What follows belongs to an exercise in optimizing a design on an open flow for small area and a short achievable clock period; a production flow would make more cautious choices.
The RTL was checked by simulation tests, not by an equivalence proof against the original design.
Power figures rest on the tool's default switching activity, not on a simulated workload.

==> flow/design.v (outline; a module is shown in full before it is edited, if it fits) <==
// module fir_filter: 4256 lines
// module fa: 4 lines
// module ha: 4 lines
module fir_filter (
   input  logic               clk,
   input  logic               rst,
   input  logic signed [15:0] inp,
   output logic signed [39:0] outp
);
  // ...
==> flow/run.sh <==
#!/bin/bash
# synth_recipe.tcl (not shown) runs the flow's synth.tcl, then flattens the netlist and writes it again
# the make line also repeats each setting of config.mk as NAME=value (left out here)
make -C /OpenROAD-flow-scripts/flow DESIGN_CONFIG=/design/flow/config.mk WORK_HOME=/design/flow/orfs CLKGATE_MAP_FILE= SYNTH_SCRIPT=/design/flow/synth_recipe.tcl finish
==> flow/config.mk <==
export PLATFORM = sky130hd
export DESIGN_NAME = fir_filter
export DESIGN_NICKNAME = fir_filter
export VERILOG_FILES = /design/flow/design.v
export SDC_FILE = /design/flow/constraint.sdc
export NUM_CORES = 4
export LEC_CHECK = 0
export CAP_MARGIN = 20
export CORE_MARGIN = 2
export CORE_UTILIZATION = 40
export SETUP_SLACK_MARGIN = 4.2
export SLEW_MARGIN = 20
export SYNTH_HIERARCHICAL = 1
export SYNTH_MINIMUM_KEEP_SIZE = 0
==> flow/constraint.sdc <==
create_clock -name core_clock -period 9.0 [get_ports {clk}]
set_input_delay 1.8000 -clock core_clock [delete_from_list [all_inputs] [get_ports {clk}]]
set_output_delay 1.8000 -clock core_clock [all_outputs]
set_load 0.01 [all_outputs]
==> reports/metrics.cfg, run 1 <==
[run_status]
status=timing/DRC/antenna clean

[pwr]
combPwrFrac=0.479
finalPower_uw=14900
switchingPower_uw=5520
power_leader=combinational cells

[layout]
sh_seq_area=0.251
clock_area_frac=0.0503
multi_input_area_um2=37800
largest_reg_flops=496
largestRegisters=d: 496 flops, y_q: 32 flops
largest_class=multi-input gates
final_nets=5659

[placement]
place_ws_ns=3.82
dpl_cell_area_um2=56600

[route]
dr.pass1.iters=5
wl_mm=130
routed-wl-met3_mm=8.76

[logic_synthesis]
ys_seq_elements=781
avgSynthCellArea_um2=14.2
syn-cell-area_um2=54000
synth_top_area_frac=0.523
ys_top_cells_by_area=fa_1 52%, dfxtp_1 29%, nor2b_1 7.0%, ha_1 4.5%, inv_1 2.4%

[floorplan]
io_pins=58

[clock_network]
numCtsBuffers=90
clkTransAtPathRegs_ns=0.06

[critical_path]
startpoint=d[11][8]
r2r_cells=11
crit_path_max_fanout=3
cpMostUsedCell=fa_2

[global_routing]
grt_pass1_vias=33600
antenna_found_initial=0
grt_max_degree=192

[timing]
setup_viol=0
fmax_mhz=201
holdWs_ns=0.413

==> run 2: changes to the inputs <==
--- a/flow/config.mk
+++ b/flow/config.mk
@@ -7,8 +7,8 @@
 export LEC_CHECK = 0
 export CAP_MARGIN = 20
 export CORE_MARGIN = 2
-export CORE_UTILIZATION = 40
-export SETUP_SLACK_MARGIN = 4.2
+export CORE_UTILIZATION = 65
+export PLACE_DENSITY = 0.75
 export SLEW_MARGIN = 20
 export SYNTH_HIERARCHICAL = 1
 export SYNTH_MINIMUM_KEEP_SIZE = 0
==> run 2 against run 1 <==
Still clean on timing, DRC and antenna. Worst hold slack better by 0.022 ns. Fmax is 7.2% lower. Worst setup slack worse by 0.39 ns. Cell count is 15% lower. Sequential cell count stayed put. Sequential power hardly changed. Global-route usage is 12 points higher. Critical path depth is 1 higher. Routed wire length is 4.8% lower. Synthesized area stayed put. Synthesized cell count stayed put. Die area is 38% lower. Highest routed layer unchanged.
==> reports/metrics.cfg, run 2 <==
[logic_synthesis]
synth_cell_types=51
synth_top_area_frac=0.523  ; unchanged
async_reset_ff_frac=0
synth-edff-count=0
syn-cell-area_um2=54000  ; unchanged
synthCells=3794
synth_ff_type=dfxtp_1
synth_common_cells=1411 x fa_1, 781 x dfxtp_1, 605 x nor2b_1
post-synth-top-area-cell=fa_1
ys_top_cells_by_area=fa_1 52%, dfxtp_1 29%, nor2b_1 7.0%, ha_1 4.5%, inv_1 2.4%
avgSynthCellArea_um2=14.2  ; unchanged
ys_seq_elements=781  ; unchanged
yosysMostFrequentCell=fa_1
ys_seq_area_frac=0.290
ys_warn_count=9

[global_routing]
antenna_found_initial=0  ; unchanged
grt_pass1_wl_mm=198
grt_max_degree=242  ; +26%
grt.total_usage=0.322
overflow=0
grt_pass1_vias=32600  ; -3.1%

[critical_path]
cp_slowest_cell=fa_1
cp.required_ns=9.53
crit_path_max_fanout=3  ; unchanged
crit_path_start_kind=flop
crit_chain=ha_1 > fa_1 > fa_1 > fa_1 > inv_1 > fa_1 > fa_1 > fa_1 > fa_1 > fa_1 > fa_1 > or2_2
cpMostUsedCell=fa_1
crit_arrival_ns=5.89
max_stage_delay_ns=0.68
crit_path_end_kind=flop
crit_type=flop to flop

[layout]
nFillCells=5630
final_cell_mix=1411 x fa_1, 781 x dfxtp_1, 605 x nor2b_1
final_nets=5480  ; -3.2%
largestRegisters=d: 496 flops, y_q: 32 flops
largest_reg_flops=496  ; unchanged
n_antenna_cell=0
layout-drive-gt1-share=0.0704
regMostFlops=d
regArea_um2=15600
layout.cells.most_common=fa_1
syn_to_final_growth_pct=8.07
multi_input_area_um2=36700  ; -3.0%

[floorplan]
fp.dieH_um=292
io_pins=58  ; unchanged
die_w_um=292
rows=105
core_area_um2=82100
die-area_um2=85400
start_util=0.658

[route]
drcViolationCount=0
ant_nets=0
wl_mm=124  ; -4.8%
wl_per_cell_um=24.8
num_vias=27200
drtIter0Drc=1811
via_per_inst=5.45
dr.pass1.iters=5  ; unchanged

[clock_network]
clock-sinks=781
clock_latency_ns=0.65
root_buffer=clkbuf_16
postCtsHoldBufs=0
cts_resized=0
h-tree-depth=3
ctsLongestPathBuffers=3
cts_setup_buffers=0
clkTransAtPathRegs_ns=0.07  ; about the same
numCtsBuffers=82  ; -8.9%
cts_tree=done

[placement]
gp_congestion=0.964
hpwlAfterDp_mm=106
portBuffers=57

[timing]
finalCritPeriodShare=0.596
clock_skew_ns=0.0282
relSlewSlack=0.159
rsz0062_at_grt=false
setup_viol=0  ; unchanged
fmax_mhz=186  ; -7.2%
setup-tns-final_ns=0
period_minus_slack_ns=5.37
worst_slew_pin_slew_ns=1.26
finalHoldViolCount=0
drv_slew=0

[run]
cap_violations=0

[pwr]
finalPower_uw=13900  ; -6.9%
vdd_drop_max_mv=0.323
power_leakage_uw=0.0232
power_density_nw_per_um2=238

[run_status]
status=timing/DRC/antenna clean

[worst_hold_path]
hold_path_class=flop to flop

run 2: changes by cell type in the layout (fill, tap and decap cells not counted), moves of 24 or more:
| cell | delta |
|---|---|
| fa_1 | +309 |
| ha_1 | +26 |
| fa_2 | -309 |
| inv_4 | -24 |
| inv_1 | +102 |
| inv_2 | -60 |
| buf_4 | -146 |
| dfxtp_1 | +28 |
run 2: report_power, final:
part,internal (uW),switching (uW)
registers,3770,128
clock network,1940,1460
logic,3080,3520
run 2: cell type report:
class                           count  share of cell area
Multi-Input combinational cell   2584               0.629
Sequential cell                   781               0.268
Clock buffer                      111              0.0403
Tap cell                         1070              0.0229
Inverter                          348              0.0224
Timing Repair Buffer               60              0.0109
Clock inverter                     36             0.00622
run 2: metrics by stage:
step / utilization / setup slack, ns / cells / hold slack [ns] / cell area, um^2
floorplan: - / 3.99 / 3813 / 0.414 / 54100
detailed placement: 0.678 / 3.64 / 4843 / 0.422 / 55600
finish: 0.711 / 3.63 / 4990 / 0.435 / 58400
global route: 0.711 / 3.45 / 4990 / 0.450 / 58400
global placement: 0.678 / 3.68 / 4843 / 0.417 / 55600
CTS: 0.711 / 3.63 / 4990 / 0.436 / 58400
run 2: logic make-up (layout without fill, tap and decap cells):
| kind of cell | count (synthesis) | in the layout | share of synthesized area |
|---|---|---|---|
| other | 1 | 20 | 0.0000694 |
| adder cells (fa/ha/maj) | 1605 | 1605 | 0.568 |
| AND/OR/NAND/NOR | 838 | 838 | 0.0932 |
| multiplexers | 2 | 2 | 0.000486 |
| flip-flops | 781 | 781 | 0.290 |
| buffers and inverters | 448 | 555 | 0.0317 |
| XOR/XNOR | 27 | 27 | 0.00438 |
| AO/OA/AOI/OAI | 92 | 92 | 0.0126 |
run 2: per-layer routing:
metal  wire length [um]  global-route usage  vias to the layer above
li1                   -                   -                    11500
met1              55300               0.487                    14600
met2              53700               0.467                      876
met3              12200               0.108                      146
met4               2290              0.0601                        0
met5                  0                   0                        -
run 2: path summary, 6_finish.rpt:
| check | end | slack, ns | depth (start not counted) | from |
|---|---|---|---|---|
| min | d[25][14] | 0.44 | 1 | d[24][14] |
| min reg2reg | d[25][14] | 0.44 | 1 | d[24][14] |
| max | r4_20_0 | 3.63 | 12 | d[10][8] |
| max reg2reg | r4_20_0 | 3.63 | 12 | d[10][8] |
run 2: Yosys stat by module, one instance, submodules excluded:
| module | area [um^2] | flops+latches |
|---|---|---|
| ha | 12.5 | 0 |
| fa | 20.0 | 0 |
| fir_filter | 23700 | 781 |
run 2: critical path: cells and delay by family (launching register included):
kind          cells  cell delay [ns]
buf+inv           1             0.24
simple gates      1             0.27
fa+ha+maj        10             4.42
flops             1             0.32
==> run 3: changes to the inputs <==
--- a/flow/config.mk
+++ b/flow/config.mk
@@ -7,8 +7,8 @@
 export LEC_CHECK = 0
 export CAP_MARGIN = 20
 export CORE_MARGIN = 2
-export CORE_UTILIZATION = 65
-export PLACE_DENSITY = 0.75
+export CORE_UTILIZATION = 40
+export CTS_BUF_LIST = sky130_fd_sc_hd__clkbuf_4 sky130_fd_sc_hd__clkbuf_8
 export SLEW_MARGIN = 20
 export SYNTH_HIERARCHICAL = 1
 export SYNTH_MINIMUM_KEEP_SIZE = 0
==> run 3 against run 2 <==
Die area increased by 62%. Global-route usage decreased by 12 points. Routed wire length increased by 1.5%. Critical path depth unchanged. Clock power increased by 8.5%. Synthesized area unchanged. Via count about the same. Synthesized cell count unchanged. Worst hold slack got worse by 0.029 ns. Critical endpoint is now r2_17_0. Largest cell class unchanged. Largest power group unchanged. Highest routed layer unchanged.
==> reports/metrics.cfg, run 3 <==
[global_routing]
grt.total_usage=0.200  ; -0.122
grt_pass1_vias=33100  ; +1.6%
grt_pass1_wl_mm=201  ; +1.6%
grt_max_degree=192  ; -21%
use_met3=0.0572  ; -0.0503
antenna_found_initial=2  ; +2
grt-busiest-layer=met2
overflow=0  ; unchanged
use_met2=0.317  ; -0.150
use_met1=0.277  ; -0.210

[logic_synthesis]
async_reset_ff_frac=0  ; unchanged
synth_cell_types=51  ; unchanged
ys_seq_elements=781  ; unchanged
ys_warn_count=9  ; unchanged
synthCells=3794  ; unchanged
avgSynthCellArea_um2=14.2  ; unchanged
synth_top_area_frac=0.523  ; unchanged
syn-cell-area_um2=54000  ; unchanged
post-synth-top-area-cell=fa_1
synth_common_cells=1411 x fa_1, 781 x dfxtp_1, 605 x nor2b_1
yosysMostFrequentCell=fa_1
synth_ff_type=dfxtp_1
synth-edff-count=0  ; unchanged
ys_top_cells_by_area=fa_1 52%, dfxtp_1 29%, nor2b_1 7.0%, ha_1 4.5%, inv_1 2.4%
ys_seq_area_frac=0.290  ; unchanged

[timing]
relSlewSlack=0.259  ; +0.0998
setup-tns-final_ns=0  ; unchanged
worst_slew_pin_slew_ns=1.10  ; -0.162 ns
clock_skew_ns=0.0768  ; +0.0486 ns
setup_viol=0  ; unchanged
fmax_mhz=186  ; -0.13%
rsz0062_at_grt=false
finalHoldViolCount=0  ; unchanged
finalCritPeriodShare=0.597  ; +0.000792
drv_slew=0  ; unchanged
period_minus_slack_ns=5.37  ; +0.00713 ns

[floorplan]
start_util=0.404  ; -0.254
rows=134  ; +28%
die-area_um2=138000  ; +62%
die_w_um=371  ; +27%
core_area_um2=134000  ; +63%
io_pins=58  ; unchanged
fp.dieH_um=371  ; +27%

[worst_hold_path]
hold_path_class=flop to flop

[critical_path]
crit_type=flop to flop
crit_path_end_kind=flop
max_stage_delay_ns=0.67  ; about the same
crit_arrival_ns=6.11  ; +0.22 ns
crit_path_start_kind=flop
cp.required_ns=9.73  ; +0.20 ns
cpMostUsedCell=fa_1
cp_slowest_cell=fa_1
crit_chain=ha_1 > fa_1 > fa_1 > fa_1 > inv_1 > fa_1 > fa_1 > fa_1 > fa_1 > fa_1 > fa_1 > or2_2
crit_buf_inv=1  ; unchanged
crit_path_max_fanout=3  ; unchanged
cp_top_family=adder cells

[route]
drcViolationCount=0  ; unchanged
dr.pass1.iters=5  ; unchanged
num_vias=27200  ; -0.0074%
drtIter0Drc=1682  ; -7.1%
ant_nets=0  ; unchanged
wl_mm=125  ; +1.5%
via_per_inst=4.69  ; -14%
wl_per_cell_um=21.6  ; -13%

[pwr]
vdd_drop_max_mv=0.312  ; -3.3%
power_density_nw_per_um2=241  ; +1.0%
power_leakage_uw=0.0235  ; +1.2%
finalPower_uw=14400  ; +3.2%

[run]
cap_violations=0  ; unchanged

[placement]
portBuffers=57  ; unchanged
gp_congestion=0.912  ; -5.4%
hpwlAfterDp_mm=108  ; +1.9%

[layout]
regMostFlops=d
final_nets=5539  ; +1.1%
largest_reg_flops=496  ; unchanged
syn_to_final_growth_pct=10.4
layout.cells.most_common=fa_1
layout-drive-gt1-share=0.0967  ; +0.0263
final_cell_mix=1411 x fa_1, 781 x dfxtp_1, 605 x nor2b_1
largestRegisters=d: 496 flops, y_q: 32 flops

[clock_network]
ctsLongestPathBuffers=3  ; unchanged
postCtsHoldBufs=0  ; unchanged
clkTransAtPathRegs_ns=0.05  ; -0.02 ns
clock_latency_ns=0.88  ; +0.23 ns
cts_resized=0  ; unchanged
clock-sinks=781  ; unchanged
root_buffer=clkbuf_8
numCtsBuffers=140  ; +71%
h-tree-depth=4  ; +1
cts_setup_buffers=0  ; unchanged
cts_tree=done

[run_status]
status=timing/DRC/antenna clean

run 3: changes by cell type in the layout (fill, tap and decap cells not counted), sizes merged:
cell	delta
clkbuf	+91
inv	+2
diode	+3
clkinv	-5
bufinv	+6
buf	+1
clkinvlp	+6
run 3: layout make-up:
cell class,count,area [um^2]
Sequential cell,781,15600
Inverter,348,1310
Timing Repair Buffer,61,643
Fill cell,12200,74200
Clock inverter,45,556
Antenna cell,3,7.51
Clock buffer,202,2550
Multi-Input combinational cell,2584,36700
Tap cell,1768,2210
run 3: Yosys stat by module (local to each module, per instance):
module	cells	flops+latches	copies in the design	cell area (um^2)
fir_filter	2221	781	1	23700
fa	1	0	1410	20.0
ha	1	0	163	12.5
run 3: worst paths after layout:
kind             from        to  slack, ns  cells past startpoint
max           d[7][4]   r2_17_0       3.63                     12
min          d[24][1]  d[25][1]       0.41                      1
max reg2reg   d[7][4]   r2_17_0       3.63                     12
min reg2reg  d[24][1]  d[25][1]       0.41                      1
run 3: metal layers:
metal  vias up  wire length [um]
li1      11700                 -
met1     14700             55600
met2       641             59400
met3       124              8550
met4         0              1780
met5         -                 0
run 3: stage by stage:
| step | utilization | cells | hold slack, ns | cell area, um^2 | setup slack [ns] |
|---|---|---|---|---|---|
| 2_1_floorplan | - | 3813 | 0.414 | 54100 | 3.99 |
| 3_3_place_gp | 0.422 | 5542 | 0.418 | 56500 | 3.63 |
| 3_5_place_dp | 0.422 | 5542 | 0.420 | 56500 | 3.63 |
| 4_1_cts | 0.446 | 5789 | 0.408 | 59600 | 3.60 |
| 5_1_grt | 0.446 | 5791 | 0.432 | 59600 | 3.47 |
| 6_report | 0.446 | 5792 | 0.406 | 59600 | 3.63 |
run 3: cell families (layout without fill, tap and decap cells):
logic type      Yosys count  after routing  synth area share
mux                       2              2          0.000486
buf+inv                 448            656            0.0317
other cells               1             23         0.0000694
xor+xnor                 27             27           0.00438
fa+ha+maj              1605           1605             0.568
flops                   781            781             0.290
simple gates            838            838            0.0932
compound gates           92             92            0.0126
run 3: where the power goes:
group          switching, uW  internal, uW
logic                   3660          3110
registers                122          3770
clock network           1580          2110
total                   5360          8990
==> run 4: changes to the inputs <==
--- a/flow/config.mk
+++ b/flow/config.mk
@@ -8,7 +8,6 @@
 export CAP_MARGIN = 20
 export CORE_MARGIN = 2
 export CORE_UTILIZATION = 40
-export CTS_BUF_LIST = sky130_fd_sc_hd__clkbuf_4 sky130_fd_sc_hd__clkbuf_8
 export SLEW_MARGIN = 20
 export SYNTH_HIERARCHICAL = 1
 export SYNTH_MINIMUM_KEEP_SIZE = 0
==> run 4 against run 3 <==
Utilization is essentially flat. Combinational power is essentially flat. Via count decreased by 1.3%. Routed wire length is 0.58% lower. Sequential share of layout area hardly changed. Register-to-register slack better by 0.04 ns. Clock skew decreased by 0.020 ns. Global-route usage down 0.20 points. Critical path type unchanged. Critical endpoint unchanged. Largest power group unchanged. Highest routed layer is now met5.
==> reports/metrics.cfg, run 4 <==
[run_status]
status=timing/DRC/antenna clean

[route]
wl_mm=125  ; -0.58%
dr.pass1.iters=5  ; unchanged
wl_per_cell_um=21.8  ; +0.85%
via_per_inst=4.70  ; +0.11%
drtIter0Drc=1605  ; -4.6%
ant_nets=0  ; unchanged
num_vias=26800  ; -1.3%
drcViolationCount=0  ; unchanged

[timing]
finalHoldViolCount=0  ; unchanged
clock_skew_ns=0.0572  ; -0.0195 ns
drv_slew=0  ; unchanged
fmax_mhz=187  ; +0.69%
holdWs_ns=0.410  ; +0.00430 ns
setup_viol=0  ; unchanged
worst_slew_pin_slew_ns=1.07  ; -0.0288 ns
period_minus_slack_ns=5.34  ; -0.0371 ns
finalCritPeriodShare=0.593  ; -0.00412
rsz0062_at_grt=false
setup-tns-final_ns=0  ; unchanged
relSlewSlack=0.278  ; +0.0194

[global_routing]
grt_pass1_vias=32400  ; -2.0%
overflow=0  ; unchanged
grt_pass1_wl_mm=198  ; -1.2%
grt.total_usage=0.198  ; -0.00203
grt_max_degree=192  ; unchanged
antenna_found_initial=1  ; -1

[layout]
largestRegisters=d: 496 flops, y_q: 32 flops
layout-drive-gt1-share=0.0743  ; -0.0224
final_nets=5489  ; -0.90%
syn_to_final_growth_pct=10.5  ; about the same
layout.cells.most_common=fa_1
largest_reg_flops=496  ; unchanged
final_area_um2=59700  ; about the same
final_cell_mix=1411 x fa_1, 781 x dfxtp_1, 605 x nor2b_1
fin_util=0.446  ; about the same
regMostFlops=d

[logic_synthesis]
ys_top_cells_by_area=fa_1 52%, dfxtp_1 29%, nor2b_1 7.0%, ha_1 4.5%, inv_1 2.4%
ys_seq_area_frac=0.290  ; unchanged
synth-edff-count=0  ; unchanged
post-synth-top-area-cell=fa_1
synth_common_cells=1411 x fa_1, 781 x dfxtp_1, 605 x nor2b_1
async_reset_ff_frac=0  ; unchanged
synth_ff_type=dfxtp_1
syn-cell-area_um2=54000  ; unchanged
synth_cell_types=51  ; unchanged
yosysMostFrequentCell=fa_1
synthCells=3794  ; unchanged
avgSynthCellArea_um2=14.2  ; unchanged
ys_seq_elements=781  ; unchanged
synth_top_area_frac=0.523  ; unchanged
ys_warn_count=9  ; unchanged

[floorplan]
die-area_um2=138000  ; unchanged
rows=134  ; unchanged
core_area_um2=134000  ; unchanged
fp.dieH_um=371  ; unchanged
io_pins=58  ; unchanged
start_util=0.404  ; unchanged
die_w_um=371  ; unchanged

[critical_path]
rr_startpoint=d[7][4]
r2r_cells=12  ; unchanged
crit_type=flop to flop
crit_path_end_kind=flop
crit_path_start_kind=flop
crit_path_max_fanout=3  ; unchanged
crit_arrival_ns=5.94  ; -0.17 ns
startpoint=d[7][4]
r2r_slack_ns=3.66  ; +0.04 ns
r2r-end=r2_17_0
cp-endpoint=r2_17_0
cp.required_ns=9.60  ; -0.13 ns

[clock_network]
cts_setup_buffers=0  ; unchanged
root_buffer=clkbuf_16
h-tree-depth=3  ; -1
postCtsHoldBufs=0  ; unchanged
numCtsBuffers=90  ; -36%
clkTransAtPathRegs_ns=0.06  ; about the same
clock-sinks=781  ; unchanged
cts_tree=done
cts_resized=0  ; unchanged
ctsLongestPathBuffers=3  ; unchanged
clock_latency_ns=0.72  ; -0.16 ns

[run]
cap_violations=0  ; unchanged

[placement]
hpwlAfterDp_mm=108  ; unchanged
portBuffers=57  ; unchanged
gp_congestion=0.912  ; unchanged
dpl_cell_area_um2=56500  ; unchanged

[worst_hold_path]
min_path_cells=1  ; unchanged
hold_path_class=flop to flop

[pwr]
power_leakage_uw=0.0234  ; -0.40%
vdd_drop_max_mv=0.311  ; -0.41%
power_density_nw_per_um2=243  ; +1.1%

-- run 4: cell families (layout without fill, tap and decap cells) --
logic type	after synthesis	count (layout)	synth area share
flops	781	781	0.290
compound gates	92	92	0.0126
mux	2	2	0.000486
buf+inv	448	576	0.0317
other cells	1	21	0.0000694
fa+ha+maj	1605	1605	0.568
xor+xnor	27	27	0.00438
simple gates	838	838	0.0932
-- run 4: worst min path at each step --
stage	slack (ns)	start	end
6_report	0.41	d[24][1]	d[25][1]
3_3_place_gp	0.42	d[24][5]	d[25][5]
2_1_floorplan	0.41	d[15][0]	d[16][0]
5_1_grt	0.44	d[24][2]	d[25][2]
3_5_place_dp	0.42	d[24][0]	d[25][0]
4_1_cts	0.40	d[24][2]	d[25][2]
-- run 4: cell type report --
type	count	area, um^2
fillers	12100	74100
repair buffers	61	643
inverters	348	1310
diodes	1	2.50
flip-flops and latches	781	15600
clock buffers	125	2600
multi-input cells	2584	36700
clock inverters	42	574
well taps	1768	2210
-- run 4: through the flow --
step	setup slack, ns	cells	power (uW)
6_report	3.66	5710	14500
5_1_grt	3.49	5709	15900
4_1_cts	3.64	5709	14800
3_5_place_dp	3.63	5542	10800
3_3_place_gp	3.63	5542	10800
2_1_floorplan	3.99	3813	8950
-- run 4: critical path: stages, from the launching register on --
cell and delay [ns]:
dfxtp_1 0.33, ha_1 0.21, fa_1 0.38, fa_1 0.42
fa_1 0.66, inv_1 0.20, fa_1 0.52, fa_1 0.52
fa_1 0.43, fa_1 0.40, fa_1 0.51, fa_1 0.40
or2_2 0.27
-- run 4: report_power, final --
group	total, uW	internal [uW]	switching, uW
registers	3890	3770	122
logic	6770	3110	3650
clock network	3860	2280	1580
-- run 4: routing by layer --
| layer | wire length, um | global-route usage | part of all wire |
|---|---|---|---|
| met4 | 2190 | 0.0368 | 0.018 |
| met2 | 58700 | 0.313 | 0.47 |
| met5 | 68 | 0.00280 | 0.00055 |
| met1 | 54900 | 0.273 | 0.44 |
| met3 | 8760 | 0.0580 | 0.070 |
-- run 4: Yosys stat by module (local to each module, per instance) --
module | copies in the design | area (um^2) | flip-flops and latches
fir_filter | 1 | 23700 | 781
fa | 1410 | 20.0 | 0
ha | 163 | 12.5 | 0
==> run 5: changes to the inputs <==
--- a/flow/config.mk
+++ b/flow/config.mk
@@ -8,6 +8,9 @@
 export CAP_MARGIN = 20
 export CORE_MARGIN = 2
 export CORE_UTILIZATION = 40
+export CTS_BUF_LIST = sky130_fd_sc_hd__clkbuf_8
+export CTS_CLUSTER_DIAMETER = 60
+export CTS_CLUSTER_SIZE = 20
 export SLEW_MARGIN = 20
 export SYNTH_HIERARCHICAL = 1
 export SYNTH_MINIMUM_KEEP_SIZE = 0
==> run 5 against run 4 <==
Synthesized cell count is the same. Sequential share of layout area up 0.55 points. Critical endpoint is now r2_18_0. Worst setup slack better by 0.0066 ns. Critical path depth is the same. Highest routed layer unchanged. Fmax increased by 0.12%. Largest power group unchanged.
==> reports/metrics.cfg, run 5 <==
[run_status]
status=timing/DRC/antenna clean

[layout]
final_cell_mix=1411 x fa_1, 781 x dfxtp_1, 605 x nor2b_1
syn_to_final_growth_pct=8.26
layout.cells.most_common=fa_1
largest_reg_flops=496  ; unchanged
final_area_um2=58500  ; -2.1%
fin_util=0.437  ; -0.00924
nFillCells=12200  ; +1.0%
layout-drive-gt1-share=0.0730  ; -0.00139
regMostFlops=d
largestRegisters=d: 496 flops, y_q: 32 flops
multi_input_area_um2=36700  ; unchanged
final_nets=5477  ; -0.22%
regArea_um2=15600  ; unchanged

[route]
wl_per_cell_um=21.8  ; -0.30%
via_per_inst=4.70  ; +0.12%
wl_mm=124  ; -0.64%
ant_nets=0  ; unchanged
dr.pass1.iters=5  ; unchanged
num_vias=26800  ; -0.23%
drtIter0Drc=1592  ; -0.81%
drcViolationCount=0  ; unchanged

[logic_synthesis]
synth_ff_type=dfxtp_1
synthCells=3794  ; unchanged
synth_cell_types=51  ; unchanged
ys_top_cells_by_area=fa_1 52%, dfxtp_1 29%, nor2b_1 7.0%, ha_1 4.5%, inv_1 2.4%
async_reset_ff_frac=0  ; unchanged
ys_seq_elements=781  ; unchanged
synth_common_cells=1411 x fa_1, 781 x dfxtp_1, 605 x nor2b_1
synth_top_area_frac=0.523  ; unchanged
avgSynthCellArea_um2=14.2  ; unchanged
syn-cell-area_um2=54000  ; unchanged
ys_seq_area_frac=0.290  ; unchanged
post-synth-top-area-cell=fa_1
ys_warn_count=9  ; unchanged
synth-edff-count=0  ; unchanged
yosysMostFrequentCell=fa_1

[critical_path]
startpoint=d[7][4]
cp.required_ns=9.65  ; +0.05 ns
rr_startpoint=d[7][4]
crit_path_end_kind=flop
crit_path_max_fanout=3  ; unchanged
crit_path_start_kind=flop
crit_type=flop to flop
crit_arrival_ns=5.99  ; +0.05 ns

[clock_network]
cts_setup_buffers=0  ; unchanged
clkTransAtPathRegs_ns=0.11  ; +0.05 ns
h-tree-depth=3  ; unchanged
cts_resized=0  ; unchanged
ctsLongestPathBuffers=3  ; unchanged
clock_latency_ns=0.81  ; +0.09 ns
postCtsHoldBufs=0  ; unchanged
clock-sinks=781  ; unchanged
numCtsBuffers=78  ; -13%
root_buffer=clkbuf_8
cts_tree=done

[run]
cap_violations=0  ; unchanged

[timing]
relSlewSlack=0.335  ; +0.0569
drv_slew=0  ; unchanged
period_minus_slack_ns=5.33  ; -0.00664 ns
clock_skew_ns=0.0740  ; +0.0168 ns
finalHoldViolCount=0  ; unchanged
fmax_mhz=188  ; +0.12%
worst_slew_pin_slew_ns=0.987  ; -0.0845 ns
rsz0062_at_grt=false
worst_slack_ns=3.67  ; +0.00664 ns
finalCritPeriodShare=0.592  ; -0.000738
setup_viol=0  ; unchanged
setup-tns-final_ns=0  ; unchanged

[global_routing]
grt-busiest-layer=met2
grt_max_degree=192  ; unchanged
grt_pass1_vias=32300  ; -0.43%
use_met3=0.0548  ; -0.00316
antenna_found_initial=3  ; +2
use_met2=0.311  ; -0.00172
grt.total_usage=0.197  ; -0.00126
grt_pass1_wl_mm=198  ; -0.43%
use_met1=0.274  ; +0.000354
overflow=0  ; unchanged

[floorplan]
die_w_um=371  ; unchanged
fp.dieH_um=371  ; unchanged
die-area_um2=138000  ; unchanged
start_util=0.404  ; unchanged
io_pins=58  ; unchanged
core_area_um2=134000  ; unchanged
rows=134  ; unchanged

[pwr]
vdd_drop_max_mv=0.313  ; +0.64%
finalPower_uw=13300  ; -8.4%
power_density_nw_per_um2=228  ; -6.5%
power_leakage_uw=0.0228  ; -2.4%

[worst_hold_path]
hold_path_class=flop to flop
hold_start=d[24][1]

[placement]
place_ws_ns=3.63  ; unchanged
gp_congestion=0.912  ; unchanged
hpwlAfterDp_mm=108  ; unchanged
portBuffers=57  ; unchanged
dpl_cell_area_um2=56500  ; unchanged

==> run 5: worst paths after layout <==
path / to / slack (ns) / cells past startpoint
hold reg to reg: d[25][1] / 0.41 / 1
setup / recovery: r2_18_0 / 3.67 / 12
hold / removal: d[25][1] / 0.41 / 1
setup reg to reg: r2_18_0 / 3.67 / 12
==> run 5: through the flow <==
| stage | cells | hold slack [ns] |
|---|---|---|
| after floorplan | 3813 | 0.414 |
| after global placement | 5542 | 0.418 |
| after detailed placement | 5542 | 0.420 |
| after CTS | 5688 | 0.390 |
| after global routing | 5690 | 0.424 |
| final | 5690 | 0.408 |
==> run 5: worst max-delay path, cell delays in order, from the launching register on <==
cell	delay (ns)
dfxtp_1	0.34
ha_1	0.21
fa_1	0.38
fa_1	0.42
fa_1	0.66
inv_1	0.20
fa_1	0.57
fa_1	0.44
fa_1	0.40
fa_1	0.41
fa_1	0.50
fa_1	0.40
or2_2	0.27
==> run 5: layer usage <==
layer | share of wire | vias up
li1 | - | 11500
met1 | 0.44 | 14500
met2 | 0.47 | 616
met3 | 0.070 | 120
met4 | 0.017 | 2
met5 | 0.00010 | -
==> run 5: where the power goes <==
part	internal, uW	switching, uW
logic	3110	3660
registers	3770	122
clock network	1110	1540
==> run 5: logic make-up after synthesis <==
kind of cell	synth area share
simple gates	0.0932
other cells	0.0000694
xor+xnor	0.00438
fa+ha+maj	0.568
mux	0.000486
buf+inv	0.0317
compound gates	0.0126
flops	0.290
==> run 5: Yosys stat by module (local to each module, per instance) <==
module	cell area, um^2	flops+latches	cells
fir_filter	23700	781	2221
ha	12.5	0	1
fa	20.0	0	1
==> run 5: cell type report <==
class,count,share of cell area
Inverter,348,0.0223
Antenna cell,2,0.0000856
Timing Repair Buffer,61,0.0110
Clock inverter,63,0.0135
Sequential cell,781,0.267
Tap cell,1768,0.0378
Multi-Input combinational cell,2584,0.628
Clock buffer,83,0.0195

==> static timing again, ports no longer ideal <==
The flow's constraints put no driver on any port. The routed layouts listed below were extracted and timed again, unchanged, in two steps.
Step 1 (the two cells are an assumption about what drives the block):
set clk [get_ports {clk}]
set_driving_cell -lib_cell sky130_fd_sc_hd__clkbuf_16 $clk
set_driving_cell -lib_cell sky130_fd_sc_hd__buf_2 [delete_from_list [all_inputs] $clk]
Step 2 moves the port delays by t, midway between the first and last clock arrival at a register: inputs arrive t later, outputs are due t later. That takes back most of the time a late clock gives input paths.
Three values: no drivers, after step 1, after step 2; two values: the first two.
run	t, ns	slack for setup (ns)	worst slew at a driven data input, ns
run 1	0.754	4.019 / 4.019 / 4.019	0.08
run 2	0.711	3.632 / 3.632 / 3.632	0.06
run 3	0.907	3.625 / 3.625 / 3.625	0.07
run 4	0.759	3.662 / 3.662 / 3.662	0.07
run 5	0.848	3.669 / 3.669 / 3.669	0.07
After both steps setup and hold are still met in every run listed.
